Source: an optimization exercise on an open RTL-to-GDS flow (aim: small area). Production flows keep margins and buffers that such runs may drop. Function was checked by simulation only, so behaviour that the tests miss may differ from the original. Power figures rest on the tool's default switching activity, not on a simulated workload.

[flow/flow/run.sh]
#!/bin/bash
# Own layout flow: the standard ORFS flow, with two changes:
#  - ports are buffered with the smallest buffer (buf_1) instead of the default choice;
#  - clock tree synthesis uses clkbuf_16 clusters of up to 32 sinks and inserts no dummy loads.
# Each tool's output goes to the ORFS logs under orfs/logs; make's output to standard.log.
export BUFFER_PORTS_ARGS="-buffer_cell sky130_fd_sc_hd__buf_1"
export CTS_ARGS="-sink_clustering_enable -repair_clock_nets -buf_list sky130_fd_sc_hd__clkbuf_16 -sink_clustering_size 32 -sink_clustering_max_diameter 80 -dont_use_dummy_load"
bash standard.sh > standard.log 2>&1
[flow/standard.sh]
#!/bin/bash
# synth_recipe.tcl (not shown) runs the flow's synth.tcl, then flattens the netlist and writes it again
# the make line also repeats each setting of config.mk as NAME=value (left out here)
make -C /OpenROAD-flow-scripts/flow DESIGN_CONFIG=/design/flow/config.mk WORK_HOME=/design/flow/orfs CLKGATE_MAP_FILE= SYNTH_SCRIPT=/design/flow/synth_recipe.tcl "${@:-finish}"
[flow/config.mk]
export PLATFORM = sky130hd
export DESIGN_NAME = analog_axis_key_repeater_top
export DESIGN_NICKNAME = analog_axis_key_repeater_top
export VERILOG_FILES = /design/flow/design.v
export SDC_FILE = /design/flow/constraint.sdc
export NUM_CORES = 4
export LEC_CHECK = 0
export CAP_MARGIN = 20
export CORE_MARGIN = 2
export CORE_UTILIZATION = 40
export SLEW_MARGIN = 20
[flow/constraint.sdc]
create_clock -name core_clock -period 10.0 [get_ports {clk}]
set_input_delay 2.0000 -clock core_clock [delete_from_list [all_inputs] [get_ports {clk}]]
set_output_delay 2.0000 -clock core_clock [all_outputs]
set_load 0.01 [all_outputs]
[flow/design.v]
package akr_pkg;
    localparam int TIME_BITS   = 48;
    localparam int NUM_AXES    = 6;
    localparam int NUM_ENTRIES = 10;
    localparam int ENTRY_BITS  = 4;
    localparam int AXIS_BITS   = 3;
    localparam int LEVEL_BITS  = 16;
    localparam int KEY_BITS    = 3;
    localparam int CFG_BITS    = 16;
    localparam int CFG_IDX_BITS = 3;
    localparam int OUTQ_DEPTH    = 4;
    localparam int OUTQ_PTR_BITS = 2;
    localparam int INQ_DEPTH     = 2;
    localparam logic [CFG_IDX_BITS-1:0] CFG_STICK_PRESS   = 3'd0;
    localparam logic [CFG_IDX_BITS-1:0] CFG_STICK_RELEASE = 3'd1;
    localparam logic [CFG_IDX_BITS-1:0] CFG_TRIG_PRESS    = 3'd2;
    localparam logic [CFG_IDX_BITS-1:0] CFG_TRIG_RELEASE  = 3'd3;
    localparam logic [CFG_IDX_BITS-1:0] CFG_REPEAT_DELAY  = 3'd4;
    localparam logic [CFG_IDX_BITS-1:0] CFG_REPEAT_PERIOD = 3'd5;
    localparam logic [CFG_BITS-1:0] RST_STICK_PRESS   = 16'd16000;
    localparam logic [CFG_BITS-1:0] RST_STICK_RELEASE = 16'd9000;
    localparam logic [CFG_BITS-1:0] RST_TRIG_PRESS    = 16'd20000;
    localparam logic [CFG_BITS-1:0] RST_TRIG_RELEASE  = 16'd8000;
    localparam logic [CFG_BITS-1:0] RST_REPEAT_DELAY  = 16'd400;
    localparam logic [CFG_BITS-1:0] RST_REPEAT_PERIOD = 16'd140;
    localparam logic [KEY_BITS-1:0] KEY_LEFT  = 3'd0;
    localparam logic [KEY_BITS-1:0] KEY_RIGHT = 3'd1;
    localparam logic [KEY_BITS-1:0] KEY_UP    = 3'd2;
    localparam logic [KEY_BITS-1:0] KEY_DOWN  = 3'd3;
    localparam logic [KEY_BITS-1:0] KEY_PRIOR = 3'd4;
    localparam logic [KEY_BITS-1:0] KEY_NEXT  = 3'd5;
    typedef struct packed {
        logic [CFG_BITS-1:0] stick_press;
        logic [CFG_BITS-1:0] stick_release;
        logic [CFG_BITS-1:0] trig_press;
        logic [CFG_BITS-1:0] trig_release;
        logic [CFG_BITS-1:0] repeat_delay;
        logic [CFG_BITS-1:0] repeat_period;
    } cfg_t;
    typedef struct packed {
        logic                         is_tick;
        logic [AXIS_BITS-1:0]         axis;
        logic signed [LEVEL_BITS-1:0] level;
        logic [TIME_BITS-1:0]         time_ms;
    } op_t;
    typedef struct packed {
        logic [ENTRY_BITS-1:0] entry_index;
        logic [KEY_BITS-1:0]   key_code;
        logic                  is_release;
        logic                  last_of_run;
    } result_t;
    typedef struct packed {
        logic [AXIS_BITS-1:0] axis;
        logic                 negative;
        logic [KEY_BITS-1:0]  key;
        logic                 trigger;
    } entry_def_t;
    function automatic entry_def_t entry_def(input logic [ENTRY_BITS-1:0] idx);
        entry_def_t d;
        unique case (idx)
            4'd0:    d = {3'd0, 1'b1, KEY_LEFT, 1'b0};
            4'd1:    d = {3'd0, 1'b0, KEY_RIGHT, 1'b0};
            4'd2:    d = {3'd1, 1'b1, KEY_UP, 1'b0};
            4'd3:    d = {3'd1, 1'b0, KEY_DOWN, 1'b0};
            4'd4:    d = {3'd2, 1'b1, KEY_LEFT, 1'b0};
            4'd5:    d = {3'd2, 1'b0, KEY_RIGHT, 1'b0};
            4'd6:    d = {3'd3, 1'b1, KEY_UP, 1'b0};
            4'd7:    d = {3'd3, 1'b0, KEY_DOWN, 1'b0};
            4'd8:    d = {3'd4, 1'b0, KEY_PRIOR, 1'b1};
            4'd9:    d = {3'd5, 1'b0, KEY_NEXT, 1'b1};
            default: d = {3'd0, 1'b0, KEY_LEFT, 1'b0};
        endcase
        entry_def = d;
    endfunction
endpackage
module analog_axis_key_repeater_top (
    input  logic                                  clk,
    input  logic                                  rst_n,
    input  logic                                  push,
    output logic                                  full,
    input  logic                                  cmd,
    input  logic [akr_pkg::AXIS_BITS-1:0]         axis_number,
    input  logic signed [akr_pkg::LEVEL_BITS-1:0] axis_level,
    input  logic [akr_pkg::TIME_BITS-1:0]         time_ms,
    input  logic                                  cfg_we,
    input  logic [akr_pkg::CFG_IDX_BITS-1:0]      cfg_addr,
    input  logic [akr_pkg::CFG_BITS-1:0]          cfg_wdata,
    output logic                                  empty,
    input  logic                                  pop,
    output logic [akr_pkg::ENTRY_BITS-1:0]        entry_index,
    output logic [akr_pkg::KEY_BITS-1:0]          key_code,
    output logic                                  is_release,
    output logic                                  last_of_run
);
    logic [15:0] c_sp, c_sr, c_tp, c_tr, c_dl, c_pd;
    logic [5:0]  cw;
    always_ff @(posedge clk or negedge rst_n)
    begin
        if (!rst_n)
        begin
            cw <= 6'd0;
        end
        else if (cfg_we && (cfg_addr[2:1] != 2'b11))
        begin
            cw[cfg_addr] <= 1'b1;
        end
    end
    always_ff @(posedge clk)
    begin
        if (cfg_we)
        begin
            case (cfg_addr)
                3'd0: c_sp <= cfg_wdata;
                3'd1: c_sr <= cfg_wdata;
                3'd2: c_tp <= cfg_wdata;
                3'd3: c_tr <= cfg_wdata;
                3'd4: c_dl <= cfg_wdata;
                3'd5: c_pd <= cfg_wdata;
                default: ;
            endcase
        end
    end
    logic [2:0] lo;
    logic       hi;
    logic [2:0] w;
    logic       wend;
    logic       dig0;
    assign wend = hi && (lo == 3'd5);
    always_ff @(posedge clk or negedge rst_n)
    begin
        if (!rst_n)
        begin
            lo <= 3'd0;
            hi <= 1'b0;
            w <= 3'd0;
        end
        else
        begin
            lo <= (lo == 3'd5) ? 3'd0 : lo + 3'd1;
            if (lo == 3'd5) hi <= !hi;
            if (wend) w <= w + 3'd1;
        end
    end
    logic       ini;        
    logic       busy;       
    logic       tick;       
    logic [3:0] sc;         
    logic [9:0] fired;      
    logic [9:0] held;
    logic       idle;
    logic       take;
    logic       start;
    logic       tick_acc;
    logic       upd_acc;
    logic       last_win;
    assign idle     = !busy && (fired == 10'd0);
    assign full     = !(wend && (fired == 10'd0) && (busy ? ini : !ini));
    assign take     = push && !full;
    assign tick_acc = take && cmd;
    assign upd_acc  = take && !cmd && (axis_number[2:1] != 2'b11);
    assign start    = tick_acc || upd_acc || (ini && idle && wend && push);
    assign last_win = wend && (tick ? (sc == 4'd15) : (ini || (sc == 4'd3)));
    always_ff @(posedge clk or negedge rst_n)
    begin
        if (!rst_n)
        begin
            ini  <= 1'b1;
            busy <= 1'b0;
            tick <= 1'b0;
        end
        else
        begin
            if (busy && last_win)
            begin
                busy <= 1'b0;
                ini  <= 1'b0;
            end
            if (start)
            begin
                busy <= 1'b1;
                tick <= tick_acc;
            end
        end
    end
    always_ff @(posedge clk)
    begin
        if (start) sc <= 4'd0;
        else if (wend) sc <= sc + 4'd1;
    end
    logic [47:0] nr;
    logic [3:0]  ndig;
    logic [47:0] ld;
    assign ndig = nr[47:44];
    assign ld   = ({48{tick_acc}} & time_ms)
                | {29'd0, {3{upd_acc}} & axis_number, {16{upd_acc}} & axis_level};
    always_ff @(posedge clk)
    begin
        nr <= {nr[43:0], busy ? nr[47:44] : 4'd0};
        if (tick_acc || upd_acc)
        begin
            for (int i = 0; i < 11; i++) nr[47-4*i -: 4] <= nr[43-4*i -: 4] | ld[4*i +: 4];
            nr[3:0] <= ld[47:44];
        end
    end
    logic [15:0]        lvl;
    logic [2:0]         ax;
    logic               pos, rel, trig, neg;
    logic [15:0]        th;
    logic signed [17:0] lv, d, tz;
    logic               cmpw;
    logic               bwe;
    logic [9:0]         pb, rb;    
    assign lvl  = {nr[35:32], nr[39:36], nr[43:40], nr[47:44]};
    assign ax   = nr[30:28];
    assign pos  = sc[0];
    assign rel  = ini ? (lo[2] ? lo[0] : lo[1]) : sc[1];
    assign trig = ini ? lo[2] : ax[2];
    assign neg  = !pos && !trig;
    always_comb
    begin
        case ({rel, trig})
            2'b00:   th = cw[0] ? c_sp : akr_pkg::RST_STICK_PRESS;
            2'b01:   th = cw[2] ? c_tp : akr_pkg::RST_TRIG_PRESS;
            2'b10:   th = cw[1] ? c_sr : akr_pkg::RST_STICK_RELEASE;
            default: th = cw[3] ? c_tr : akr_pkg::RST_TRIG_RELEASE;
        endcase
    end
    assign lv   = {{2{lvl[15]}}, lvl};
    assign d    = neg ? -lv : lv;
    assign tz   = {2'b00, th};
    assign cmpw = rel ? (d <= tz) : (d >= tz);
    logic [3:0] sb [0:3];    
    logic [1:0] tb [0:1];    
    assign bwe = busy && !tick && (ini ? !hi : dig0);
    always_ff @(posedge clk)
    begin
        for (int k = 0; k < 4; k++)
        begin
            if (bwe && (ini ? !lo[2] : (ax == 3'(k)))) sb[k] <= {sb[k][2:0], cmpw};
        end
        for (int k = 0; k < 2; k++)
        begin
            if (bwe && (ini ? lo[2] : (pos && (ax == 3'(4 + k))))) tb[k] <= {tb[k][0], cmpw};
        end
    end
    for (genvar k = 0; k < 4; k++)
    begin : g_sb
        assign pb[2*k]   = sb[k][3];
        assign pb[2*k+1] = sb[k][2];
        assign rb[2*k]   = sb[k][1];
        assign rb[2*k+1] = sb[k][0];
    end
    assign pb[8] = tb[0][1];
    assign rb[8] = tb[0][0];
    assign pb[9] = tb[1][1];
    assign rb[9] = tb[1][0];
    logic [383:0] fr;
    logic [3:0]   fdig;
    logic         ccar, acar;
    logic [4:0]   csum, asum;
    logic [3:0]   sdig;
    logic         pass2;
    logic         dheld, ddue, dc, dfired, dwr;
    assign pass2 = busy && tick && sc[3];
    assign fdig  = fr[383:380];
    assign dig0  = !hi && (lo == 3'd0);
    assign csum  = {1'b0, ndig} + {1'b0, ~fdig} + {4'd0, dig0 | ccar};
    assign dheld  = held[w];
    assign ddue   = fired[w];
    assign dc     = dheld ? rb[w] : pb[w];
    assign dfired = dheld ? (dc || ddue) : dc;
    assign dwr    = dheld ? (!dc && ddue) : dc;
    logic [3:0]  sd_dl, sd_pd, rd;
    logic [15:0] rst_st;
    always_comb
    begin
        case (lo[1:0])
            2'd0: begin sd_dl = c_dl[3:0];   sd_pd = c_pd[3:0];   end
            2'd1: begin sd_dl = c_dl[7:4];   sd_pd = c_pd[7:4];   end
            2'd2: begin sd_dl = c_dl[11:8];  sd_pd = c_pd[11:8];  end
            default: begin sd_dl = c_dl[15:12]; sd_pd = c_pd[15:12]; end
        endcase
    end
    assign rst_st = dheld ? akr_pkg::RST_REPEAT_PERIOD : akr_pkg::RST_REPEAT_DELAY;
    always_comb
    begin
        case (lo[1:0])
            2'd0: rd = rst_st[3:0];
            2'd1: rd = rst_st[7:4];
            2'd2: rd = rst_st[11:8];
            default: rd = rst_st[15:12];
        endcase
    end
    assign sdig = (hi || lo[2]) ? 4'd0
                : (dheld ? (cw[5] ? sd_pd : rd) : (cw[4] ? sd_dl : rd));
    assign asum = {1'b0, ndig} + {1'b0, sdig} + {4'd0, !dig0 & acar};
    always_ff @(posedge clk)
    begin
        ccar <= csum[4];
        acar <= asum[4];
        fr   <= {fr[379:0], (pass2 && dwr) ? asum[3:0] : fdig};
    end
    logic       out;
    logic [9:0] below;      
    logic [9:0] lsb;
    logic       t8, t9;
    assign out = !busy && (fired != 10'd0);
    assign t8  = held[8] ? rb[8] : pb[8];
    assign t9  = held[9] ? rb[9] : pb[9];
    always_ff @(posedge clk or negedge rst_n)
    begin
        if (!rst_n)
        begin
            fired <= 10'd0;
            held  <= 10'd0;
        end
        else
        begin
            if (busy && tick && wend)
            begin
                fired[w] <= sc[3] ? dfired : csum[4];
                if (sc[3]) held[w] <= dheld ^ dc;
                if (sc == 4'd8)
                begin
                    fired[8] <= t8;
                    held[8]  <= held[8] ^ t8;
                    fired[9] <= t9;
                    held[9]  <= held[9] ^ t9;
                end
            end
            if (out && pop) fired <= fired & ~lsb;
        end
    end
    assign below[0] = 1'b0;
    for (genvar i = 1; i < 10; i++)
    begin : g_below
        assign below[i] = below[i-1] | fired[i-1];
    end
    assign lsb   = fired & ~below;
    assign empty = !out;
    assign entry_index = {lsb[8] | lsb[9],
                          lsb[4] | lsb[5] | lsb[6] | lsb[7],
                          lsb[2] | lsb[3] | lsb[6] | lsb[7],
                          lsb[1] | lsb[3] | lsb[5] | lsb[7] | lsb[9]};
    assign key_code    = {lsb[8] | lsb[9],
                          lsb[2] | lsb[3] | lsb[6] | lsb[7],
                          lsb[1] | lsb[3] | lsb[5] | lsb[7] | lsb[9]};
    assign is_release  = |(lsb & ~held);
    assign last_of_run = ((fired & below) == 10'd0);
endmodule
==> results.toml, run 1 <==
[final_layout]
final_layout_size_suffix_gt1_share_pct = 4.96
postLayoutCellArea_sq_um = 19200
non_filler_instance_count_after_layout = 1922
final_nets = 1463
final_core_utilization_pct = 43.6
antenna_cells = 0
multi_input_comb_area_sq_um = 4130
area_growth_syn_to_layout_pct = 8.39
sequential_cell_area_sq_um = 13200
fillerInstances = 4015

[sta]
tightest_slew_ns = 0.940
final-hold-violation-count = 0
setup-tns-final_ns = 0
fin_crit_ns = 4.47
timing_max_transition_violations_final = 0
max_freq_ghz = 0.224
setup_violations = 0
timing.max_slew.rel_slack_pct = 37.3
clock-skew-final_ns = 0.0613
fin_crit_sh_pct = 44.7
grt_setup_unrepaired = "false"

[run]
timing.max_cap.violations = 0

[yosys]
largest_family_of_logic_cells_by_synthesized_area = "compound AO/OA/AOI/OAI gates"
post_synth_fa_ha_maj_area_fraction_pct = 2.90
synth_seq_cells = 590
syn_inst = 1251
synthArstFlopShare_pct = 6.10
synthesis.yosys.warnings = 3
synth_fp_nets = 1382
yosys.area_share.xor_xnor_pct = 1.34
synth_seq_area_share_pct = 74.4
yosys-mux-area-fraction_pct = 2.80
synthFlopType = "sky130_fd_sc_hd__dfxtp_1"
post_synthesis_share_of_cell_area_spent_on_and_or_nand_and_nor_gates_pct = 7.35
syn_area_sq_um = 17700
synth_compound_gate_area_share_pct = 8.97
synth_edf_count = 116
synth.lib_cells_used.distinct = 79
syn-mean-instance-area_sq_um = 14.1

[setup_path]
most_frequent_cell_on_the_critical_path = "sky130_fd_sc_hd__a22oi_1"
cp_slowest_stage_delay_ns = 0.89
crit_required_ns = 10.21
path_cells = "nand2b_1 > a31oi_1 > and2_1 > a22oi_1 > a22o_1 > ha_1 > o21a_1 > and2_0 > a22oi_1 > nand3_1 > and3b_1 > a211oi_1"
timing_worst_setup_path_type = "flip-flop to flip-flop"
critPathLaunchType = "flip-flop"
path_max_fanout = 25
end_kind = "flip-flop"
crit_arrival_ns = 4.69
crit_slowest_cell = "sky130_fd_sc_hd__dfrtp_1"

[floorplan]
die_height_um = 214
num_io_pins = 103
num_rows = 77
die_area_sq_um = 45900
floorplan.initialDensity_pct = 40.2
dieWidth_um = 214
design.core.area_sq_um = 43900

[clock_network]
clock_path_buffers = 3
cts_hold_buf = 0
cts_tree = "yes"
cts_post_setup_buffers_inserted = 0
ctsResizeCount = 0
cts.htree.levels = 1
cts_root_buffer = "sky130_fd_sc_hd__clkbuf_16"
cts_made_buffers = 24
clk_pin_slew_worst_paths_ns = 0.10
clk_latency_ns = 0.57
cts_sinks = 590

[pwr]
pd_cells_nw_per_um2 = 211
totalPowerFinal_mw = 4.04
p_leak_nw = 7.38
vdd.ir_drop.worst_uv = 104

[detailed_routing]
detail_route.first_pass.iterations = 5
drcViolationCount = 0
iteration_0_drc_markers = 771
final_antenna_net_count = 0
final_wl_um = 30700
detail_route.wl_per_cell_um = 16.0
route.vias.total = 9242
vias_per_cell = 4.81

[global_routing]
grt_first_pass_wirelength_um = 50500
grt_antenna_before_repair = 0
grt_util_all_layers_pct = 13.4
via_count_of_the_first_global_routing_pass = 9269
grt_start_max_net_pins = 50
globalRouteOverflowTotal = 0

[placement]
buffer_ports.inserted = 102
post-place-cells = 1898
placed_cell_area_sq_um = 18600
routabilityCongestion = 0.847
place_hpwl_um = 20400

[outcome]
run_status = "timing/DRC/antenna clean"

[worst_hold_path]
worstHoldPathType = "flip-flop to flip-flop"
where the power goes:
part	internal, mW	switching, mW	leakage (nW)
clock	0.432	0.642	0.296
combinational	0.174	0.228	2.03
sequential	2.49	0.0749	5.05
area by class of cell:
class / instances / area share [%]
tap: 592 / 3.87
clock buffer: 24 / 3.13
timing repair buffer: 105 / 2.12
sequential: 590 / 68.7
multi-input combinational: 577 / 21.6
inverter: 34 / 0.666
registers in the layout (all words and copies together) (netlist names), 3 cells and up:
| signal | flops |
|---|---|
| fr | 384 |
| nr | 48 |
| c_dl | 16 |
| c_pd | 16 |
| c_sp | 16 |
| c_sr | 16 |
| c_tp | 16 |
| c_tr | 16 |
| sb | 16 |
| fired | 10 |
| held | 10 |
| cw | 6 |
| sc | 4 |
| tb | 4 |
| lo | 3 |
| w | 3 |
cells in the final DEF, fill, tap and decap left out, types with 4 or more instances in the layout:
cell and count:
sky130_fd_sc_hd__a211oi_1 6, sky130_fd_sc_hd__a21o_1 34, sky130_fd_sc_hd__a21oi_1 54, sky130_fd_sc_hd__a221o_1 21, sky130_fd_sc_hd__a22o_1 7, sky130_fd_sc_hd__a31oi_1 14
sky130_fd_sc_hd__and2_1 13, sky130_fd_sc_hd__and3_1 4, sky130_fd_sc_hd__buf_1 101, sky130_fd_sc_hd__clkbuf_16 24, sky130_fd_sc_hd__dfrtp_1 35, sky130_fd_sc_hd__dfxtp_1 438
sky130_fd_sc_hd__edfxtp_1 116, sky130_fd_sc_hd__ha_1 37, sky130_fd_sc_hd__inv_1 32, sky130_fd_sc_hd__mux2_2 9, sky130_fd_sc_hd__mux2i_1 7, sky130_fd_sc_hd__mux4_2 12
sky130_fd_sc_hd__nand2_1 66, sky130_fd_sc_hd__nand2b_1 12, sky130_fd_sc_hd__nand3_1 34, sky130_fd_sc_hd__nand3b_1 4, sky130_fd_sc_hd__nand4_1 7, sky130_fd_sc_hd__nor2_1 46
sky130_fd_sc_hd__nor2b_1 8, sky130_fd_sc_hd__nor3_1 16, sky130_fd_sc_hd__nor3b_1 9, sky130_fd_sc_hd__nor4_1 6, sky130_fd_sc_hd__o211ai_1 4, sky130_fd_sc_hd__o21ai_0 36
sky130_fd_sc_hd__o21ai_1 8, sky130_fd_sc_hd__o22ai_1 6, sky130_fd_sc_hd__or3_1 5, sky130_fd_sc_hd__xnor2_1 16, sky130_fd_sc_hd__xor2_1 11
metal layers:
| layer | vias up | global-route usage (%) | wire length (um) | share of wire (%) |
|---|---|---|---|---|
| met3 | 37 | 1.84 | 1350 | 4.4 |
| met2 | 179 | 20.2 | 13100 | 43 |
| li1 | 4543 | - | - | - |
| met1 | 4483 | 20.2 | 15600 | 51 |
| met4 | 0 | 3.73 | 620 | 2.0 |
| met5 | - | 0 | 0 | 0 |
stage by stage:
step	hold WS, ns	worst slack [ns]
2_1_floorplan	0.310	6.37
3_5_place_dp	0.312	5.65
3_3_place_gp	0.312	5.80
5_1_grt	0.330	5.04
4_1_cts	0.323	5.51
6_report	0.321	5.53
Yosys cell counts (4+ instances only):
master,count,area (sq um)
sky130_fd_sc_hd__a211oi_1,6,45.0
sky130_fd_sc_hd__a21o_1,34,255
sky130_fd_sc_hd__a21oi_1,54,270
sky130_fd_sc_hd__a221o_1,21,210
sky130_fd_sc_hd__a22o_1,7,61.3
sky130_fd_sc_hd__a31oi_1,14,87.6
sky130_fd_sc_hd__and2_1,13,81.3
sky130_fd_sc_hd__and3_1,4,25.0
sky130_fd_sc_hd__buf_2,14,70.1
sky130_fd_sc_hd__buf_4,6,45.0
sky130_fd_sc_hd__buf_6,5,56.3
sky130_fd_sc_hd__clkbuf_1,23,86.3
sky130_fd_sc_hd__dfrtp_1,35,876
sky130_fd_sc_hd__dfxtp_1,438,8770
sky130_fd_sc_hd__edfxtp_1,116,3480
sky130_fd_sc_hd__ha_1,37,463
sky130_fd_sc_hd__inv_1,32,120
sky130_fd_sc_hd__mux2_2,9,101
sky130_fd_sc_hd__mux2i_1,7,70.1
sky130_fd_sc_hd__mux4_2,12,270
sky130_fd_sc_hd__nand2_1,66,248
sky130_fd_sc_hd__nand2b_1,12,75.1
sky130_fd_sc_hd__nand3_1,34,170
sky130_fd_sc_hd__nand3b_1,4,30.0
sky130_fd_sc_hd__nand4_1,7,43.8
sky130_fd_sc_hd__nor2_1,46,173
sky130_fd_sc_hd__nor2b_1,8,50.1
sky130_fd_sc_hd__nor3_1,16,80.1
sky130_fd_sc_hd__nor3b_1,9,67.6
sky130_fd_sc_hd__nor4_1,6,37.5
sky130_fd_sc_hd__o211ai_1,4,30.0
sky130_fd_sc_hd__o21ai_0,36,180
sky130_fd_sc_hd__o21ai_1,8,40.0
sky130_fd_sc_hd__o22ai_1,6,37.5
sky130_fd_sc_hd__or3_1,5,31.3
sky130_fd_sc_hd__xnor2_1,16,140
sky130_fd_sc_hd__xor2_1,11,96.3
final timing paths:
| path | from | endpoint | slack (ns) | depth (start not counted) |
|---|---|---|---|---|
| max | lo[1] | tb[0][0] | 5.53 | 12 |
| min | fr[314] | fr[318] | 0.32 | 0 |
| max reg2reg | lo[1] | tb[0][0] | 5.53 | 12 |
| min reg2reg | fr[314] | fr[318] | 0.32 | 0 |
| max in group asynchronous | rst_n | hi | 7.79 | 1 |
| min in group asynchronous | rst_n | fired[0] | 1.58 | 1 |
cell families (layout without fill, tap and decap cells):
| group | count (synthesis) | after routing |
|---|---|---|
| AOI/OAI and AO/OA | 232 | 232 |
| xor gates and xnor gates | 27 | 27 |
| adders and majority gates | 40 | 40 |
| buffers and inverters | 84 | 163 |
| DFF | 590 | 590 |
| muxes | 31 | 31 |
| and+or+nand+nor | 247 | 247 |
worst max-delay path, delay by kind of cell (launching register included):
family / cells / cell delay, ns
flops: 1 / 0.89
simple gates: 5 / 0.96
fa+ha+maj: 1 / 0.29
compound gates: 6 / 1.97
==> run 2, diff against run 1 <==
--- a/flow/design.v
+++ b/flow/design.v
@@ -124,3 +124,3 @@
     logic       hi;
-    logic [2:0] w;
+    logic [1:0] w;
     logic       wend;
@@ -134,3 +134,3 @@
             hi <= 1'b0;
-            w <= 3'd0;
+            w <= 2'd0;
         end
@@ -140,3 +140,3 @@
             if (lo == 3'd5) hi <= !hi;
-            if (wend) w <= w + 3'd1;
+            if (wend) w <= w + 2'd1;
         end
@@ -146,3 +146,3 @@
     logic       tick;       
-    logic [3:0] sc;         
+    logic [2:0] sc;         
     logic [9:0] fired;      
@@ -161,3 +161,3 @@
     assign start    = tick_acc || upd_acc || (ini && idle && wend && push);
-    assign last_win = wend && (tick ? (sc == 4'd15) : (ini || (sc == 4'd3)));
+    assign last_win = wend && (tick ? (sc == 3'd7) : (ini || (sc == 3'd3)));
     always_ff @(posedge clk or negedge rst_n)
@@ -186,4 +186,4 @@
     begin
-        if (start) sc <= 4'd0;
-        else if (wend) sc <= sc + 4'd1;
+        if (start) sc <= 3'd0;
+        else if (wend) sc <= sc + 3'd1;
     end
@@ -256,3 +256,3 @@
     assign rb[9] = tb[1][0];
-    logic [383:0] fr;
+    logic [191:0] fr;
     logic [3:0]   fdig;
@@ -262,12 +262,23 @@
     logic         pass2;
-    logic         dheld, ddue, dc, dfired, dwr;
-    assign pass2 = busy && tick && sc[3];
-    assign fdig  = fr[383:380];
+    logic [2:0]   en, ep;           
+    logic         due;
+    logic         hn, hp, cn, cp;   
+    logic         fn, fp, wn, wp;   
+    logic         rpt;              
+    assign pass2 = busy && tick && sc[2];
+    assign fdig  = fr[191:188];
     assign dig0  = !hi && (lo == 3'd0);
     assign csum  = {1'b0, ndig} + {1'b0, ~fdig} + {4'd0, dig0 | ccar};
-    assign dheld  = held[w];
-    assign ddue   = fired[w];
-    assign dc     = dheld ? rb[w] : pb[w];
-    assign dfired = dheld ? (dc || ddue) : dc;
-    assign dwr    = dheld ? (!dc && ddue) : dc;
+    assign en  = {w, 1'b0};
+    assign ep  = {w, 1'b1};
+    assign due = fired[en];
+    assign hn  = held[en];
+    assign hp  = held[ep];
+    assign cn  = hn ? rb[en] : pb[en];
+    assign cp  = hp ? rb[ep] : pb[ep];
+    assign fn  = hn ? (cn || due) : cn;
+    assign fp  = hp ? (cp || due) : cp;
+    assign wn  = hn ? (!cn && due) : cn;
+    assign wp  = hp ? (!cp && due) : cp;
+    assign rpt = wn ? hn : hp;
     logic [3:0]  sd_dl, sd_pd, rd;
@@ -283,3 +294,3 @@
     end
-    assign rst_st = dheld ? akr_pkg::RST_REPEAT_PERIOD : akr_pkg::RST_REPEAT_DELAY;
+    assign rst_st = rpt ? akr_pkg::RST_REPEAT_PERIOD : akr_pkg::RST_REPEAT_DELAY;
     always_comb
@@ -294,3 +305,3 @@
     assign sdig = (hi || lo[2]) ? 4'd0
-                : (dheld ? (cw[5] ? sd_pd : rd) : (cw[4] ? sd_dl : rd));
+                : (rpt ? (cw[5] ? sd_pd : rd) : (cw[4] ? sd_dl : rd));
     assign asum = {1'b0, ndig} + {1'b0, sdig} + {4'd0, !dig0 & acar};
@@ -300,3 +311,3 @@
         acar <= asum[4];
-        fr   <= {fr[379:0], (pass2 && dwr) ? asum[3:0] : fdig};
+        fr   <= {fr[187:0], (pass2 && (wn || wp)) ? asum[3:0] : fdig};
     end
@@ -320,5 +331,14 @@
             begin
-                fired[w] <= sc[3] ? dfired : csum[4];
-                if (sc[3]) held[w] <= dheld ^ dc;
-                if (sc == 4'd8)
+                if (sc[2])
+                begin
+                    fired[en] <= fn;
+                    fired[ep] <= fp;
+                    held[en]  <= hn ^ cn;
+                    held[ep]  <= hp ^ cp;
+                end
+                else
+                begin
+                    fired[en] <= csum[4];
+                end
+                if (sc == 3'd4)
                 begin
==> run 2 against run 1 <==
  * Cell area shrank 23%
  * Critical path depth decreased by 2
  * Maximum frequency decreased by 6.8%
  * Sequential power down 25%
  * Critical path type unchanged
  * Largest cell class unchanged
  * Largest power group unchanged
  * Highest routed layer unchanged
==> results.toml, run 2 <==
[outcome]
run_status = "timing/DRC/antenna clean"

[global_routing]
grt_antenna_before_repair = 0
grt_start_max_net_pins = 50
grt_util_all_layers_pct = 15.7
via_count_of_the_first_global_routing_pass = 7961
grt_first_pass_wirelength_um = 44600
globalRouteOverflowTotal = 0

[detailed_routing]
final_antenna_net_count = 0
met3WireLength_um = 1340
highest-signal-layer = "met4"
routedLengthMet1_um = 13800
detail_route.first_pass.iterations = 5
vias_per_cell = 5.23
detailroute.wirelength.met2_um = 12000
final_wl_um = 27800
route.vias.total = 8133
iteration_0_drc_markers = 737
drcViolationCount = 0
detail_route.wl_per_cell_um = 17.8

[yosys]
syn_area_sq_um = 13600
post_synth_fa_ha_maj_area_fraction_pct = 4.04
syn_inst = 1032
synthesis.yosys.warnings = 3
syn-mean-instance-area_sq_um = 13.2
post_synthesis_share_of_cell_area_spent_on_and_or_nand_and_nor_gates_pct = 7.99
synth_fp_nets = 1166
yosysMostFrequentCell = "sky130_fd_sc_hd__dfxtp_1"
yosys.area_share.xor_xnor_pct = 1.54
synth_compound_gate_area_share_pct = 12.7
largest_family_of_logic_cells_by_synthesized_area = "compound AO/OA/AOI/OAI gates"
synth_seq_area_share_pct = 68.0
most_used_standard_cells_in_the_synthesized_netlist = "sky130_fd_sc_hd__dfxtp_1 (245), sky130_fd_sc_hd__edfxtp_1 (116), sky130_fd_sc_hd__a21oi_1 (58)"
yosys-mux-area-fraction_pct = 3.04
synth_edf_count = 116
synthArstFlopShare_pct = 8.84
synth.lib_cells_used.distinct = 83
synth.top_cells.by_area = "sky130_fd_sc_hd__dfxtp_1 (36%), sky130_fd_sc_hd__edfxtp_1 (26%), sky130_fd_sc_hd__dfrtp_1 (6.2%), sky130_fd_sc_hd__ha_1 (3.7%), sky130_fd_sc_hd__a21oi_1 (2.1%)"
synth_seq_cells = 396
synthFlopType = "sky130_fd_sc_hd__dfxtp_1"
synth.largest_area_cell = "sky130_fd_sc_hd__dfxtp_1"
synth_largest_type_area_fraction_pct = 36.0

[sta]
setup_violations = 0
setup-tns-final_ns = 0
tightest_slew_ns = 0.996
fin_crit_sh_pct = 48.0
grt_setup_unrepaired = "false"
max_freq_ghz = 0.208
timing.max_slew.rel_slack_pct = 33.4
final-hold-violation-count = 0
fin_crit_ns = 4.80
setup_slack_of_the_critical_path_after_layout_ns = 5.20
clock-skew-final_ns = 0.0562
timing_max_transition_violations_final = 0

[clock_network]
cts_made_buffers = 17
cts_sinks = 396
cts_hold_buf = 0
clk_latency_ns = 0.52
cts_post_setup_buffers_inserted = 0
ctsResizeCount = 0
cts_root_buffer = "sky130_fd_sc_hd__clkbuf_16"
cts_tree = "yes"
clk_pin_slew_worst_paths_ns = 0.12
clock_path_buffers = 3
cts.htree.levels = 1

[setup_path]
crit_cells = 10
crit_required_ns = 10.18
timing_worst_setup_path_type = "flip-flop to flip-flop"
cp_slowest_stage_delay_ns = 0.95
crit_path_max_delay_family = "compound AO/OA/AOI/OAI gates"
end_kind = "flip-flop"
reg2regPathDepth = 10
crit_slowest_cell = "sky130_fd_sc_hd__dfrtp_1"
combined_buffer_and_inverter_count_along_the_critical_path = 0
crit_arrival_ns = 4.98
path_max_fanout = 25
path_cells = "mux2i_1 > a21o_1 > nor2_1 > a31oi_1 > ha_1 > a2111oi_0 > a221oi_1 > a211o_1 > or4_1 > o211a_1"
critPathLaunchType = "flip-flop"

[pwr]
p_int_mw = 2.47
p_leak_nw = 5.72
pd_cells_nw_per_um2 = 240
power.share.combinational_pct = 24.8
sw_frac_of_total_pct = 30.2
pwr-share-seq_pct = 54.0
clock_power_share_pct = 21.2
totalPowerFinal_mw = 3.55
p_switching_mw = 1.07
vdd.ir_drop.worst_uv = 99.1

[floorplan]
num_rows = 67
dieWidth_um = 189
design.core.area_sq_um = 33500
floorplan.initialDensity_pct = 40.6
num_io_pins = 103
die_area_sq_um = 35600
die_height_um = 189

[final_layout]
largestRegisters = "fr (192), nr (48)"
final_layout_size_suffix_gt1_share_pct = 4.33
final_nets = 1244
antenna_cells = 0
non_filler_instance_count_after_layout = 1556
postLayoutCellArea_sq_um = 14800
layout_common_cells = "sky130_fd_sc_hd__dfxtp_1 (245), sky130_fd_sc_hd__edfxtp_1 (116), sky130_fd_sc_hd__buf_1 (101), sky130_fd_sc_hd__a21oi_1 (58), sky130_fd_sc_hd__nand2_1 (53)"
number_of_flip_flops_in_the_largest_register = 192
largest_register = "fr"
final_common_cell = "sky130_fd_sc_hd__dfxtp_1"
fillerInstances = 3090
area_growth_syn_to_layout_pct = 8.53

[placement]
pre_cts_slack_ns = 5.29
post-place-cells = 1539
buffer_ports.inserted = 102
placed_cell_area_sq_um = 14400
routabilityCongestion = 0.852
place_hpwl_um = 19200

[worst_hold_path]
worstHoldPathType = "flip-flop to flip-flop"
whs_path_depth = 0

[run]
timing.max_cap.violations = 0
## run 2: cell count changes in the layout (fill, tap and decap cells not counted), sizes merged, moves of 5 or more
cell    previous run  this run
nor3b             10         5
nand2             67        53
clkbuf            24        17
inv               32        38
mux2i              8        18
mux4              12         6
a32o               0         5
nand3             34        21
dfxtp            438       245
a31oi             14        19
and2              14         9
nor3              18        11
o21ai             45        32
## run 2: power groups by stage
stage	combinational [mW]	clock, mW	sequential [mW]
6_report	0.878	0.752	1.92
3_3_place_gp	0.842	0	1.95
2_1_floorplan	0.675	0	1.88
5_1_grt	0.997	0.839	1.93
4_1_cts	0.871	0.777	1.91
3_5_place_dp	0.865	0	1.95
## run 2: worst paths after layout
| kind | slack (ns) | to | start |
|---|---|---|---|
| worst max-delay path | 5.20 | sb[0][0] | lo[1] |
| worst min-delay path | 0.32 | fr[174] | fr[170] |
| worst max register to register | 5.20 | sb[0][0] | lo[1] |
| worst min register to register | 0.32 | fr[174] | fr[170] |
| max in group asynchronous | 7.76 | lo[2] | rst_n |
| min in group asynchronous | 1.59 | cw[4] | rst_n |
## run 2: layout make-up
type | count | area (sq um) | share of cell area, %
Sequential cell | 396 | 9270 | 62.6
Multi-Input combinational cell | 553 | 4000 | 27.0
Tap cell | 448 | 561 | 3.79
Clock buffer | 17 | 425 | 2.88
Timing Repair Buffer | 104 | 399 | 2.70
Inverter | 38 | 143 | 0.964
## run 2: through the flow
stage / hold slack [ns] / util [%]
CTS: 0.328 / 44.1
global route: 0.337 / 44.1
global placement: 0.310 / 42.8
floorplan: 0.310 / -
detailed placement: 0.312 / 42.8
finish: 0.325 / 44.1
## run 2: cells by family (layout without fill, tap and decap cells)
| family | after synthesis | in the layout |
|---|---|---|
| AOI/OAI and AO/OA | 245 | 245 |
| and+or+nand+nor | 210 | 210 |
| DFF | 396 | 396 |
| xor gates and xnor gates | 24 | 24 |
| muxes | 31 | 31 |
| buffers and inverters | 83 | 159 |
| adders and majority gates | 43 | 43 |
## run 2: per-layer routing
metal | GRT usage [%] | vias to the layer above
met5 | 0 | -
met4 | 4.00 | 0
met3 | 2.44 | 35
met2 | 23.5 | 216
met1 | 23.7 | 3973
li1 | - | 3909
==> run 3, diff against run 2 <==
--- a/flow/design.v
+++ b/flow/design.v
@@ -156,3 +156,3 @@
     assign idle     = !busy && (fired == 10'd0);
-    assign full     = !(wend && (fired == 10'd0) && (busy ? ini : !ini));
+    assign full     = !(wend && (fired == 10'd0) && (busy ? ini && sc[0] : !ini));
     assign take     = push && !full;
@@ -161,3 +161,3 @@
     assign start    = tick_acc || upd_acc || (ini && idle && wend && push);
-    assign last_win = wend && (tick ? (sc == 3'd7) : (ini || (sc == 3'd3)));
+    assign last_win = wend && (tick ? (sc == 3'd7) : ini ? sc[0] : (sc == 3'd3));
     always_ff @(posedge clk or negedge rst_n)
@@ -194,3 +194,3 @@
     assign ld   = ({48{tick_acc}} & time_ms)
-                | {29'd0, {3{upd_acc}} & axis_number, {16{upd_acc}} & axis_level};
+                | {16'd0, {4{1'b0, {3{upd_acc}} & axis_number}}, {16{upd_acc}} & axis_level};
     always_ff @(posedge clk)
@@ -204,16 +204,23 @@
     end
-    logic [15:0]        lvl;
-    logic [2:0]         ax;
-    logic               pos, rel, trig, neg;
-    logic [15:0]        th;
-    logic signed [17:0] lv, d, tz;
-    logic               cmpw;
-    logic               bwe;
-    logic [9:0]         pb, rb;    
-    assign lvl  = {nr[35:32], nr[39:36], nr[43:40], nr[47:44]};
+    logic        ccar, acar;
+    logic [4:0]  csum, asum;
+    logic [2:0]  ax;
+    logic        upd;               
+    logic        pos, rel, trig;
+    logic        inva, invb, cin0, usez;
+    logic [3:0]  thd;               
+    logic [15:0] th;
+    logic        cz;                
+    logic        as, bs, s16, c17, s17, zero, cmpw, shv;
+    logic        sh_s, sh_t;
+    logic [9:0]  pb, rb;            
     assign ax   = nr[30:28];
-    assign pos  = sc[0];
-    assign rel  = ini ? (lo[2] ? lo[0] : lo[1]) : sc[1];
-    assign trig = ini ? lo[2] : ax[2];
-    assign neg  = !pos && !trig;
+    assign upd  = busy && !tick;
+    assign pos  = sc[0] && !ini;
+    assign rel  = sc[1] && !ini;
+    assign trig = ini ? sc[0] : ax[2];
+    assign inva = pos && rel;
+    assign invb = pos && !rel;
+    assign cin0 = pos;
+    assign usez = !pos && !rel;
     always_comb
@@ -226,10 +233,27 @@
         endcase
+        case (lo[1:0])
+            2'd0:    thd = th[3:0];
+            2'd1:    thd = th[7:4];
+            2'd2:    thd = th[11:8];
+            default: thd = th[15:12];
+        endcase
+    end
+    assign as   = nr[47] ^ inva;        
+    assign bs   = invb;
+    assign s16  = as ^ bs ^ asum[4];
+    assign c17  = (as & bs) | (as & asum[4]) | (bs & asum[4]);
+    assign s17  = as ^ bs ^ c17;
+    assign zero = !cz && (asum[3:0] == 4'd0) && !s16 && !s17;
+    assign cmpw = usez ? (s17 || zero) : !s17;
+    always_ff @(posedge clk)
+    begin
+        cz <= ((lo != 3'd0) && cz) || (asum[3:0] != 4'd0);
     end
-    assign lv   = {{2{lvl[15]}}, lvl};
-    assign d    = neg ? -lv : lv;
-    assign tz   = {2'b00, th};
-    assign cmpw = rel ? (d <= tz) : (d >= tz);
-    logic [3:0] sb [0:3];    
-    logic [1:0] tb [0:1];    
-    assign bwe = busy && !tick && (ini ? !hi : dig0);
+    assign shv  = ini ? !lo[2] && cmpw || lo[2] : cmpw;
+    assign sh_s = upd && (ini ? (sc == 3'd0) && ((lo == 3'd3) || (hi && lo[2]))
+                              : !hi && (lo == 3'd3));
+    assign sh_t = upd && (ini ? (sc == 3'd1) && !hi && ((lo == 3'd3) || (lo == 3'd4))
+                              : !hi && (lo == 3'd3) && pos);
+    logic [3:0] sb [0:3];
+    logic [1:0] tb [0:1];
     always_ff @(posedge clk)
@@ -238,3 +262,3 @@
         begin
-            if (bwe && (ini ? !lo[2] : (ax == 3'(k)))) sb[k] <= {sb[k][2:0], cmpw};
+            if (sh_s && (ini || (ax == 3'(k)))) sb[k] <= {sb[k][2:0], shv};
         end
@@ -242,3 +266,3 @@
         begin
-            if (bwe && (ini ? lo[2] : (pos && (ax == 3'(4 + k))))) tb[k] <= {tb[k][0], cmpw};
+            if (sh_t && (ini || (ax == 3'(4 + k)))) tb[k] <= {tb[k][0], shv};
         end
@@ -258,4 +282,2 @@
     logic [3:0]   fdig;
-    logic         ccar, acar;
-    logic [4:0]   csum, asum;
     logic [3:0]   sdig;
@@ -306,3 +328,8 @@
                 : (rpt ? (cw[5] ? sd_pd : rd) : (cw[4] ? sd_dl : rd));
-    assign asum = {1'b0, ndig} + {1'b0, sdig} + {4'd0, !dig0 & acar};
+    logic [3:0] aa, ab;
+    logic       ac;
+    assign aa   = upd ? ndig ^ {4{inva}} : ndig;
+    assign ab   = upd ? thd ^ {4{invb}} : sdig;
+    assign ac   = upd ? ((lo == 3'd0) ? cin0 : acar) : (!dig0 && acar);
+    assign asum = {1'b0, aa} + {1'b0, ab} + {4'd0, ac};
     always_ff @(posedge clk)
--- a/flow/flow/run.sh
+++ b/flow/flow/run.sh
@@ -6,3 +6,3 @@
 export BUFFER_PORTS_ARGS="-buffer_cell sky130_fd_sc_hd__buf_1"
-export CTS_ARGS="-sink_clustering_enable -repair_clock_nets -buf_list sky130_fd_sc_hd__clkbuf_16 -sink_clustering_size 32 -sink_clustering_max_diameter 80 -dont_use_dummy_load"
+export CTS_ARGS="-sink_clustering_enable -repair_clock_nets -buf_list sky130_fd_sc_hd__clkbuf_8 -sink_clustering_size 20 -sink_clustering_max_diameter 50 -dont_use_dummy_load"
 bash standard.sh > standard.log 2>&1
==> run 3 against run 2 <==
  * Final cell count shrank 1.7%
  * Clock skew grew 0.013 ns
  * Worst setup slack lost 0.29 ns
  * Die area shrank 1.9%
  * Power shrank 12%
  * Maximum frequency shrank 5.6%
  * Cell area shrank 2.3%
  * Clock power shrank 4.9%
  * Sequential share of layout area grew 1.6 points
  * Non-clock buffer count grew 2
  * Routed wire length shrank 2.6%
  * Synthesized cell count shrank 2.9%
==> results.toml, run 3 <==
[outcome]
run_status = "timing/DRC/antenna clean"

[setup_path]
crit_required_ns = 10.33
cp_slowest_stage_delay_ns = 0.81
crit_slowest_cell = "sky130_fd_sc_hd__dfxtp_1"
path_max_fanout = 18
end_kind = "flip-flop"
crit_path_max_delay_family = "compound AO/OA/AOI/OAI gates"
timing_worst_setup_path_type = "flip-flop to flip-flop"
combined_buffer_and_inverter_count_along_the_critical_path = 2
crit_arrival_ns = 5.42
critPathLaunchType = "flip-flop"
path_cells = "nor3b_1 > buf_4 > o21a_1 > a221oi_2 > o32ai_1 > mux2_1 > a311oi_1 > fa_1 > inv_1 > fa_1 > xor2_1 > or3b_2 > o32a_1 > o21bai_1"
most_frequent_cell_on_the_critical_path = "sky130_fd_sc_hd__fa_1"

[global_routing]
via_count_of_the_first_global_routing_pass = 7778
grt_first_pass_wirelength_um = 43100
grt_start_max_net_pins = 50
globalRouteOverflowTotal = 0
grt_util_all_layers_pct = 15.3
grt_antenna_before_repair = 0

[yosys]
syn_inst = 1002
synth_largest_type_area_fraction_pct = 36.8
yosysMostFrequentCell = "sky130_fd_sc_hd__dfxtp_1"
synth.top_cells.by_area = "sky130_fd_sc_hd__dfxtp_1 (37%), sky130_fd_sc_hd__edfxtp_1 (26%), sky130_fd_sc_hd__dfrtp_1 (6.4%), sky130_fd_sc_hd__ha_1 (2.3%), sky130_fd_sc_hd__a21oi_1 (2.3%)"
synth_seq_cells = 397
synthArstFlopShare_pct = 8.82
most_used_standard_cells_in_the_synthesized_netlist = "sky130_fd_sc_hd__dfxtp_1 (246), sky130_fd_sc_hd__edfxtp_1 (116), sky130_fd_sc_hd__nand2_1 (67)"
syn_area_sq_um = 13400
synthFlopType = "sky130_fd_sc_hd__dfxtp_1"
synth.largest_area_cell = "sky130_fd_sc_hd__dfxtp_1"
syn-mean-instance-area_sq_um = 13.3
synth.lib_cells_used.distinct = 80
synthesis.yosys.warnings = 3
synth_fp_nets = 1121
synth_seq_area_share_pct = 69.5
synth_edf_count = 116

[final_layout]
antenna_cells = 0
sequential_cell_area_sq_um = 9290
final_common_cell = "sky130_fd_sc_hd__dfxtp_1"
final_nets = 1208
number_of_flip_flops_in_the_largest_register = 192
multi_input_comb_area_sq_um = 3670
largestRegisters = "fr (192), nr (48)"
fillerInstances = 3022
postLayoutCellArea_sq_um = 14500
largest_register = "fr"
area_growth_syn_to_layout_pct = 8.16
final_layout_size_suffix_gt1_share_pct = 6.16
layout_common_cells = "sky130_fd_sc_hd__dfxtp_1 (246), sky130_fd_sc_hd__edfxtp_1 (116), sky130_fd_sc_hd__buf_1 (101), sky130_fd_sc_hd__nand2_1 (67), sky130_fd_sc_hd__a21oi_1 (61)"

[placement]
pre_cts_slack_ns = 5.00
place_hpwl_um = 18800
buffer_ports.inserted = 102
routabilityCongestion = 0.850
placed_cell_area_sq_um = 14000

[sta]
fin_crit_ns = 5.09
setup_slack_of_the_critical_path_after_layout_ns = 4.91
timing_max_transition_violations_final = 0
final-hold-violation-count = 0
max_freq_ghz = 0.196
setup_violations = 0
fin_crit_sh_pct = 50.9
tightest_slew_ns = 0.943
grt_setup_unrepaired = "false"
clock-skew-final_ns = 0.0691
setup-tns-final_ns = 0
timing.max_slew.rel_slack_pct = 37.1

[clock_network]
cts_root_buffer = "sky130_fd_sc_hd__clkbuf_8"
clock_path_buffers = 3
cts_post_setup_buffers_inserted = 0
cts_made_buffers = 30
cts.htree.levels = 1
clk_latency_ns = 0.62
cts_sinks = 397
cts_hold_buf = 0
clk_pin_slew_worst_paths_ns = 0.11
ctsResizeCount = 0
cts_tree = "yes"

[floorplan]
design.core.area_sq_um = 32700
die_height_um = 187
floorplan.initialDensity_pct = 40.9
num_io_pins = 103
num_rows = 66
die_area_sq_um = 34900
dieWidth_um = 187

[pwr]
pd_cells_nw_per_um2 = 217
p_leak_nw = 5.45
vdd.ir_drop.worst_uv = 122

[detailed_routing]
route.vias.total = 7956
vias_per_cell = 5.20
final_antenna_net_count = 0
detail_route.first_pass.iterations = 7
iteration_0_drc_markers = 675
drcViolationCount = 0
final_wl_um = 27000
detail_route.wl_per_cell_um = 17.7

[worst_hold_path]
worstHoldPathType = "flip-flop to flip-flop"

[run]
timing.max_cap.violations = 0
run 3: per-stage QoR:
stage / instances / hold WS [ns] / total power, mW / util [%]
after global routing: 1529 / 0.282 / 3.31 / 44.2
after CTS: 1529 / 0.280 / 3.16 / 44.2
final: 1529 / 0.289 / 3.13 / 44.2
after detailed placement: 1499 / 0.312 / 2.45 / 42.9
after global placement: 1499 / 0.312 / 2.44 / 42.9
after floorplan: 1002 / 0.310 / 2.29 / -
run 3: layer usage:
layer,share of wire [%],routed length [um],GRT usage [%]
met5,0,0,0
met4,2.6,699,4.03
met3,6.1,1660,2.95
met2,43,11700,23.6
met1,48,12900,22.2
run 3: path summary, 6_finish.rpt:
kind                              start  endpoint  slack (ns)  depth (start not counted)
worst max-delay path             nr[30]  sb[0][0]        4.91                         14
worst min-delay path            fr[107]   fr[111]        0.29                          0
worst max register to register   nr[30]  sb[0][0]        4.91                         14
worst min register to register  fr[107]   fr[111]        0.29                          0
max in group asynchronous         rst_n      busy        7.87                          1
min in group asynchronous         rst_n     lo[0]        1.54                          1
run 3: cells by family after synthesis:
logic type               Yosys count  share of synthesized area [%]
buffers and inverters             82                           3.06
adder cells (fa/ha/maj)           28                           2.71
AO/OA/AOI/OAI                    232                           12.4
AND/OR/NAND/NOR                  219                           8.32
XOR/XNOR                          13                          0.852
flip-flops                       397                           69.5
multiplexers                      31                           3.21
run 3: cell type report:
class                           instances  share of cell area (%)
Timing Repair Buffer                  106                    2.86
Multi-Input combinational cell        523                    25.4
Clock buffer                           30                    2.86
Sequential cell                       397                    64.2
Tap cell                              442                    3.83
Inverter                               31                   0.822
run 3: power breakdown:
part	leakage [nW]	switching (mW)	internal, mW	total [mW]
combinational	1.74	0.319	0.241	0.560
sequential	3.49	0.0964	1.76	1.86
clock	0.216	0.449	0.267	0.715
==> run 4, diff against run 3 <==
--- a/flow/flow/run.sh
+++ b/flow/flow/run.sh
@@ -6,3 +6,3 @@
 export BUFFER_PORTS_ARGS="-buffer_cell sky130_fd_sc_hd__buf_1"
-export CTS_ARGS="-sink_clustering_enable -repair_clock_nets -buf_list sky130_fd_sc_hd__clkbuf_8 -sink_clustering_size 20 -sink_clustering_max_diameter 50 -dont_use_dummy_load"
+export CTS_ARGS="-sink_clustering_enable -repair_clock_nets -buf_list sky130_fd_sc_hd__clkbuf_16 -sink_clustering_size 32 -sink_clustering_max_diameter 80 -dont_use_dummy_load"
 bash standard.sh > standard.log 2>&1
==> run 4 against run 3 <==
  * Critical endpoint is now tb[1][0]
  * Cell area barely moved
  * Maximum frequency grew 0.71%
  * Critical path depth unchanged
  * Still clean
  * Routed wire length hardly changed
  * Critical path type unchanged
  * First-iteration DRC count is 0.74% lower
  * Synthesized cell count unchanged
==> results.toml, run 4 <==
[outcome]
run_status = "timing/DRC/antenna clean"

[sta]
final-hold-violation-count = 0
timing_max_transition_violations_final = 0
max_freq_ghz = 0.198
setup_violations = 0
grt_setup_unrepaired = "false"
tightest_slew_ns = 0.948
fin_hold_ws_ns = 0.297
fin_crit_sh_pct = 50.5
timing.max_slew.rel_slack_pct = 36.3
fin_crit_ns = 5.05
clock-skew-final_ns = 0.0645
setup-tns-final_ns = 0

[detailed_routing]
vias_per_cell = 5.20
iteration_0_drc_markers = 670
route.vias.total = 7877
detail_route.first_pass.iterations = 6
drcViolationCount = 0
final_wl_um = 27000
final_antenna_net_count = 0
detail_route.wl_per_cell_um = 17.8

[final_layout]
final_core_utilization_pct = 44.2
postLayoutCellArea_sq_um = 14500
antenna_cells = 0
area_growth_syn_to_layout_pct = 8.26
final_common_cell = "sky130_fd_sc_hd__dfxtp_1"
number_of_flip_flops_in_the_largest_register = 192
final_layout_size_suffix_gt1_share_pct = 5.03
final_nets = 1195
layout_common_cells = "sky130_fd_sc_hd__dfxtp_1 (246), sky130_fd_sc_hd__edfxtp_1 (116), sky130_fd_sc_hd__buf_1 (101), sky130_fd_sc_hd__nand2_1 (67), sky130_fd_sc_hd__a21oi_1 (61)"
largest_register = "fr"
largestRegisters = "fr (192), nr (48)"

[clock_network]
cts_post_setup_buffers_inserted = 0
clock_path_buffers = 3
cts.htree.levels = 1
clk_pin_slew_worst_paths_ns = 0.10
ctsResizeCount = 0
clk_latency_ns = 0.53
cts_sinks = 397
cts_made_buffers = 17
cts_hold_buf = 0
cts_tree = "yes"
cts_root_buffer = "sky130_fd_sc_hd__clkbuf_16"

[floorplan]
dieWidth_um = 187
die_height_um = 187
design.core.area_sq_um = 32700
num_rows = 66
num_io_pins = 103
die_area_sq_um = 34900
floorplan.initialDensity_pct = 40.9

[global_routing]
grt_start_max_net_pins = 50
grt_antenna_before_repair = 0
grt_first_pass_wirelength_um = 42800
via_count_of_the_first_global_routing_pass = 7619
grt_util_all_layers_pct = 15.2
globalRouteOverflowTotal = 0

[yosys]
synth_fp_nets = 1121
yosysMostFrequentCell = "sky130_fd_sc_hd__dfxtp_1"
synthFlopType = "sky130_fd_sc_hd__dfxtp_1"
synth.largest_area_cell = "sky130_fd_sc_hd__dfxtp_1"
syn_area_sq_um = 13400
synth_seq_area_share_pct = 69.5
synth.lib_cells_used.distinct = 80
synthesis.yosys.warnings = 3
syn_inst = 1002
most_used_standard_cells_in_the_synthesized_netlist = "sky130_fd_sc_hd__dfxtp_1 (246), sky130_fd_sc_hd__edfxtp_1 (116), sky130_fd_sc_hd__nand2_1 (67)"
syn-mean-instance-area_sq_um = 13.3
synth_edf_count = 116
synthArstFlopShare_pct = 8.82
synth.top_cells.by_area = "sky130_fd_sc_hd__dfxtp_1 (37%), sky130_fd_sc_hd__edfxtp_1 (26%), sky130_fd_sc_hd__dfrtp_1 (6.4%), sky130_fd_sc_hd__ha_1 (2.3%), sky130_fd_sc_hd__a21oi_1 (2.3%)"
synth_seq_cells = 397
synth_largest_type_area_fraction_pct = 36.8

[pwr]
p_leak_nw = 5.44
p_switching_mw = 0.863
pd_cells_nw_per_um2 = 219
pwr-share-seq_pct = 58.5
vdd.ir_drop.worst_uv = 134
power.share.combinational_pct = 17.7
p_int_mw = 2.31
clock_power_share_pct = 23.8
sw_frac_of_total_pct = 27.2

[setup_path]
end_kind = "flip-flop"
crit_path_max_delay_family = "compound AO/OA/AOI/OAI gates"
crit_required_ns = 10.27
timing_worst_setup_path_type = "flip-flop to flip-flop"
path_max_fanout = 18
combined_buffer_and_inverter_count_along_the_critical_path = 2
crit_arrival_ns = 5.33
most_frequent_cell_on_the_critical_path = "sky130_fd_sc_hd__fa_1"
critPathLaunchType = "flip-flop"
cp_slowest_stage_delay_ns = 0.82
crit_slowest_cell = "sky130_fd_sc_hd__dfxtp_1"
path_cells = "nor3b_1 > buf_4 > o21a_1 > a221oi_2 > o32ai_1 > mux2_1 > a311oi_1 > fa_1 > inv_1 > fa_1 > xor2_1 > or3b_2 > o32a_1 > o21bai_1"

[placement]
routabilityCongestion = 0.850
place_hpwl_um = 18800
buffer_ports.inserted = 102
placed_cell_area_sq_um = 14000

[run]
timing.max_cap.violations = 0

[worst_hold_path]
worstHoldPathType = "flip-flop to flip-flop"
-- run 4: cell counts after synthesis --
No cell type changed its count.
-- run 4: cell type report --
class / instances / area [sq um]
fill: 3010 / 18200
sequential: 397 / 9290
multi-input combinational: 523 / 3670
tap: 442 / 553
clock buffer: 17 / 425
timing repair buffer: 106 / 414
inverter: 31 / 119
-- run 4: logic make-up after synthesis --
group,synth area share (%)
adders and majority gates,2.71
muxes,3.21
buffers and inverters,3.06
and+or+nand+nor,8.32
xor gates and xnor gates,0.852
AOI/OAI and AO/OA,12.4
DFF,69.5
-- run 4: path summary, 6_finish.rpt --
| kind | from | to | slack, ns | depth (start not counted) |
|---|---|---|---|---|
| worst max-delay path | nr[30] | tb[1][0] | 4.95 | 14 |
| worst min-delay path | fr[91] | fr[95] | 0.30 | 0 |
| worst max register to register | nr[30] | tb[1][0] | 4.95 | 14 |
| worst min register to register | fr[91] | fr[95] | 0.30 | 0 |
| max in group asynchronous | rst_n | cw[0] | 7.79 | 1 |
| min in group asynchronous | rst_n | held[1] | 1.60 | 1 |
-- run 4: stage by stage --
stage | setup WS [ns] | cells | power [mW]
global placement | 5.16 | 1499 | 2.44
detailed placement | 5.00 | 1499 | 2.45
finish | 4.95 | 1516 | 3.17
floorplan | 5.99 | 1002 | 2.29
CTS | 4.96 | 1516 | 3.19
global route | 4.55 | 1516 | 3.33
-- run 4: layer usage --
metal,GRT usage (%),routed length (um),vias up,share of wire (%)
li1,-,-,3776,-
met1,22.4,13000,3791,48
met2,23.4,11700,272,43
met3,2.35,1620,38,6.0
met4,3.85,678,0,2.5
met5,0,0,-,0
-- run 4: power by group through the flow --
stage	sequential (mW)	combinational, mW	clock (mW)
2_1_floorplan	1.83	0.459	0
3_3_place_gp	1.89	0.548	0
3_5_place_dp	1.89	0.554	0
4_1_cts	1.86	0.558	0.780
5_1_grt	1.87	0.626	0.833
6_report	1.86	0.561	0.754
==> run 5, diff against run 4 <==
--- a/flow/design.v
+++ b/flow/design.v
@@ -204,4 +204,4 @@
     end
-    logic        ccar, acar;
-    logic [4:0]  csum, asum;
+    logic        acar;
+    logic [4:0]  asum;
     logic [2:0]  ax;
@@ -211,3 +211,2 @@
     logic [3:0]  thd;               
-    logic [15:0] th;
     logic        cz;                
@@ -225,2 +224,4 @@
     assign usez = !pos && !rel;
+    logic [15:0] thr, thc;
+    logic        thw;
     always_comb
@@ -228,12 +229,12 @@
         case ({rel, trig})
-            2'b00:   th = cw[0] ? c_sp : akr_pkg::RST_STICK_PRESS;
-            2'b01:   th = cw[2] ? c_tp : akr_pkg::RST_TRIG_PRESS;
-            2'b10:   th = cw[1] ? c_sr : akr_pkg::RST_STICK_RELEASE;
-            default: th = cw[3] ? c_tr : akr_pkg::RST_TRIG_RELEASE;
+            2'b00:   begin thr = c_sp; thc = akr_pkg::RST_STICK_PRESS;   thw = cw[0]; end
+            2'b01:   begin thr = c_tp; thc = akr_pkg::RST_TRIG_PRESS;    thw = cw[2]; end
+            2'b10:   begin thr = c_sr; thc = akr_pkg::RST_STICK_RELEASE; thw = cw[1]; end
+            default: begin thr = c_tr; thc = akr_pkg::RST_TRIG_RELEASE;  thw = cw[3]; end
         endcase
         case (lo[1:0])
-            2'd0:    thd = th[3:0];
-            2'd1:    thd = th[7:4];
-            2'd2:    thd = th[11:8];
-            default: thd = th[15:12];
+            2'd0:    thd = thw ? thr[3:0]   : thc[3:0];
+            2'd1:    thd = thw ? thr[7:4]   : thc[7:4];
+            2'd2:    thd = thw ? thr[11:8]  : thc[11:8];
+            default: thd = thw ? thr[15:12] : thc[15:12];
         endcase
@@ -292,3 +293,2 @@
     assign dig0  = !hi && (lo == 3'd0);
-    assign csum  = {1'b0, ndig} + {1'b0, ~fdig} + {4'd0, dig0 | ccar};
     assign en  = {w, 1'b0};
@@ -331,4 +331,4 @@
     assign aa   = upd ? ndig ^ {4{inva}} : ndig;
-    assign ab   = upd ? thd ^ {4{invb}} : sdig;
-    assign ac   = upd ? ((lo == 3'd0) ? cin0 : acar) : (!dig0 && acar);
+    assign ab   = upd ? thd ^ {4{invb}} : pass2 ? sdig : ~fdig;
+    assign ac   = upd ? ((lo == 3'd0) ? cin0 : acar) : pass2 ? (!dig0 && acar) : (dig0 || acar);
     assign asum = {1'b0, aa} + {1'b0, ab} + {4'd0, ac};
@@ -336,3 +336,2 @@
     begin
-        ccar <= csum[4];
         acar <= asum[4];
@@ -367,3 +366,3 @@
                 begin
-                    fired[en] <= csum[4];
+                    fired[en] <= asum[4];
                 end
--- a/flow/config.mk
+++ b/flow/config.mk
@@ -9,3 +9,3 @@
 export CORE_MARGIN = 2
-export CORE_UTILIZATION = 40
+export CORE_UTILIZATION = 60
 export SLEW_MARGIN = 20
==> run 5 against run 4 <==
  * Clock skew down 0.013 ns
  * Synthesized area down 1.3%
  * Synthesized cell count down 2.1%
  * Routed wire length down 7.5%
  * Critical path type unchanged
  * Critical endpoint is now tb[0][0]
==> results.toml, run 5 <==
[final_layout]
number_of_flip_flops_in_the_largest_register = 192
final_nets = 1178
antenna_cells = 0
final_common_cell = "sky130_fd_sc_hd__dfxtp_1"
final_layout_size_suffix_gt1_share_pct = 4.64
area_growth_syn_to_layout_pct = 7.30
fillerInstances = 1693
largest_register = "fr"
largestRegisters = "fr (192), nr (48)"

[clock_network]
cts_sinks = 396
cts_post_setup_buffers_inserted = 0
clk_pin_slew_worst_paths_ns = 0.11
cts.htree.levels = 1
cts_root_buffer = "sky130_fd_sc_hd__clkbuf_16"
clk_latency_ns = 0.52
cts_made_buffers = 17

[yosys]
synth_edf_count = 116
synth_seq_area_share_pct = 70.2
syn-mean-instance-area_sq_um = 13.4
synthArstFlopShare_pct = 8.84
most_used_standard_cells_in_the_synthesized_netlist = "sky130_fd_sc_hd__dfxtp_1 (245), sky130_fd_sc_hd__edfxtp_1 (116), sky130_fd_sc_hd__nand2_1 (68)"
synth_seq_cells = 396
synthesis.yosys.warnings = 3
syn_inst = 981
syn_area_sq_um = 13200

[detailed_routing]
route.vias.total = 7648
final_antenna_net_count = 0
drcViolationCount = 0
iteration_0_drc_markers = 509
detail_route.wl_per_cell_um = 18.7
detail_route.first_pass.iterations = 6

[pwr]
pwr-share-seq_pct = 55.7
p_switching_mw = 0.942
p_int_mw = 2.38
vdd.ir_drop.worst_uv = 159
p_leak_nw = 5.36
power.share.combinational_pct = 21.9

[setup_path]
crit_slowest_cell = "sky130_fd_sc_hd__dfstp_2"
worstSetupStartpoint = "ini"
path_max_fanout = 19
crit-reg2reg-capture = "tb[0][0]"
r2r_setup_slack_ns = 4.51
regToRegStartpoint = "ini"
timing_worst_setup_path_type = "flip-flop to flip-flop"
end_kind = "flip-flop"
critPathLaunchType = "flip-flop"
most_frequent_cell_on_the_critical_path = "sky130_fd_sc_hd__fa_1"
path_cells = "mux2_2 > inv_1 > ha_1 > a222oi_1 > buf_4 > a311o_2 > o311a_1 > a21oi_1 > or4_1 > o211ai_1 > fa_1 > fa_1 > nor2b_1 > o21ai_0 > nand2b_1 > nor3_1 > o41ai_1 > a31o_2"
reg2regPathDepth = 18
cp_slowest_stage_delay_ns = 0.74

[global_routing]
grt_first_pass_wirelength_um = 39900
globalRouteOverflowTotal = 0
grt_util_all_layers_pct = 21.4
grt_start_max_net_pins = 50
via_count_of_the_first_global_routing_pass = 7350

[sta]
timing.max_slew.rel_slack_pct = 38.8
max_freq_ghz = 0.182
setup_violations = 0
timing_max_transition_violations_final = 0
tightest_slew_ns = 0.918
fin_crit_ns = 5.49
setup-tns-final_ns = 0
grt_setup_unrepaired = "false"

[floorplan]
die_area_sq_um = 23200
dieWidth_um = 152
num_rows = 54

[run]
timing.max_cap.violations = 0

[placement]
place_hpwl_um = 17300

[worst_hold_path]
worstHoldPathType = "flip-flop to flip-flop"
whs_path_depth = 0

[outcome]
run_status = "timing/DRC/antenna clean"
run 5: cell types whose count changed after synthesis, sizes merged, moves of 6 or more:
| cell | delta |
|---|---|
| o21ai | +13 |
| a21oi | -23 |
| a22oi | +6 |
| o22ai | -7 |
| a222oi | +9 |
| nor3 | +8 |
run 5: final cells by class:
type / count / area [sq um] / share of cell area (%)
flip-flops and latches: 396 / 9270 / 65.4
clock buffers: 17 / 425 / 3.01
inverters: 33 / 124 / 0.875
multi-input cells: 505 / 3580 / 25.3
repair buffers: 105 / 407 / 2.87
well taps: 280 / 350 / 2.47
run 5: layer usage:
layer | routed length (um) | GRT usage [%] | share of wire, % | up-vias
li1 | - | - | - | 3709
met1 | 12100 | 32.4 | 48 | 3693
met2 | 11100 | 32.8 | 44 | 206
met3 | 1140 | 2.82 | 4.5 | 40
met4 | 711 | 6.23 | 2.8 | 0
met5 | 0 | 0 | 0 | -
run 5: logic make-up after synthesis:
| kind of cell | Yosys count | synth area share, % |
|---|---|---|
| flops | 396 | 70.2 |
| compound gates | 215 | 11.9 |
| simple gates | 212 | 7.79 |
| buf+inv | 80 | 2.65 |
| mux | 35 | 3.66 |
| fa+ha+maj | 30 | 2.92 |
| xor+xnor | 13 | 0.863 |
run 5: how the worst min path moves through the flow:
| stage | from | to | slack, ns |
|---|---|---|---|
| 5_1_grt | fr[61] | fr[65] | 0.34 |
| 3_3_place_gp | fr[104] | fr[108] | 0.31 |
| 3_5_place_dp | fr[20] | fr[24] | 0.31 |
| 2_1_floorplan | fr[96] | fr[100] | 0.31 |
| 6_report | fr[183] | fr[187] | 0.33 |
| 4_1_cts | fr[131] | fr[135] | 0.33 |
run 5: power groups by stage:
stage               clock network [mW]  registers (mW)  logic, mW
finish                           0.744            1.85      0.728
global route                     0.818            1.87      0.820
CTS                              0.765            1.85      0.730
detailed placement                   0            1.89      0.725
global placement                     0            1.89      0.714
floorplan                            0            1.84      0.582
run 5: metrics by stage:
stage          cell area [sq um]  worst slack [ns]  hold slack (ns)  util [%]  instances
2_1_floorplan              13200              5.31            0.310         -        981
3_3_place_gp               13700              4.72            0.311      63.3       1319
3_5_place_dp               13700              4.59            0.312      63.3       1319
4_1_cts                    14200              4.53            0.331      65.2       1336
5_1_grt                    14200              4.18            0.339      65.3       1336
6_report                   14200              4.51            0.325      65.3       1336
run 5: critical path, delay by kind of cell, from the launching register on:
family                   cells  cell delay (ns)
AND/OR/NAND/NOR              4             0.55
multiplexers                 1             0.42
adder cells (fa/ha/maj)      3             1.50
buffers and inverters        2             0.35
flip-flops                   1             0.74
AO/OA/AOI/OAI                8             1.74

## afterwards: timing with drivers on the ports
The flow's constraints put no driver on any port. The routed layouts listed below were extracted and timed again, unchanged, in two steps.
Step 1 sets driving cells, clkbuf_16 on the clock port and buf_2 on the other inputs (assumed; they add their load-dependent delay and slew).
Step 2 times the ports against the registers' clock, not the clock port: input delays grow and output delays shrink by t, the midpoint of the rising clock arrivals with the driver on.
Slacks: no drivers / after step 1 / after step 2; pairs: no drivers / after step 1.
| run | shift t [ns] | setup WS [ns] | worst setup path after step 2 | pins driven straight from the clock port |
|---|---|---|---|---|
| run 1 | 0.588 | 5.527 / 5.487 / 5.527 | register to register | 1 |
| run 2 | 0.541 | 5.198 / 5.198 / 5.198 | register to register | 1 |
| run 3 | 0.622 | 4.911 / 4.911 / 4.911 | register to register | 1 |
| run 4 | 0.546 | 4.947 / 4.947 / 4.947 | register to register | 1 |
| run 5 | 0.536 | 4.513 / 4.513 / 4.513 | register to register | 1 |
After both steps setup and hold are still met in every run listed.
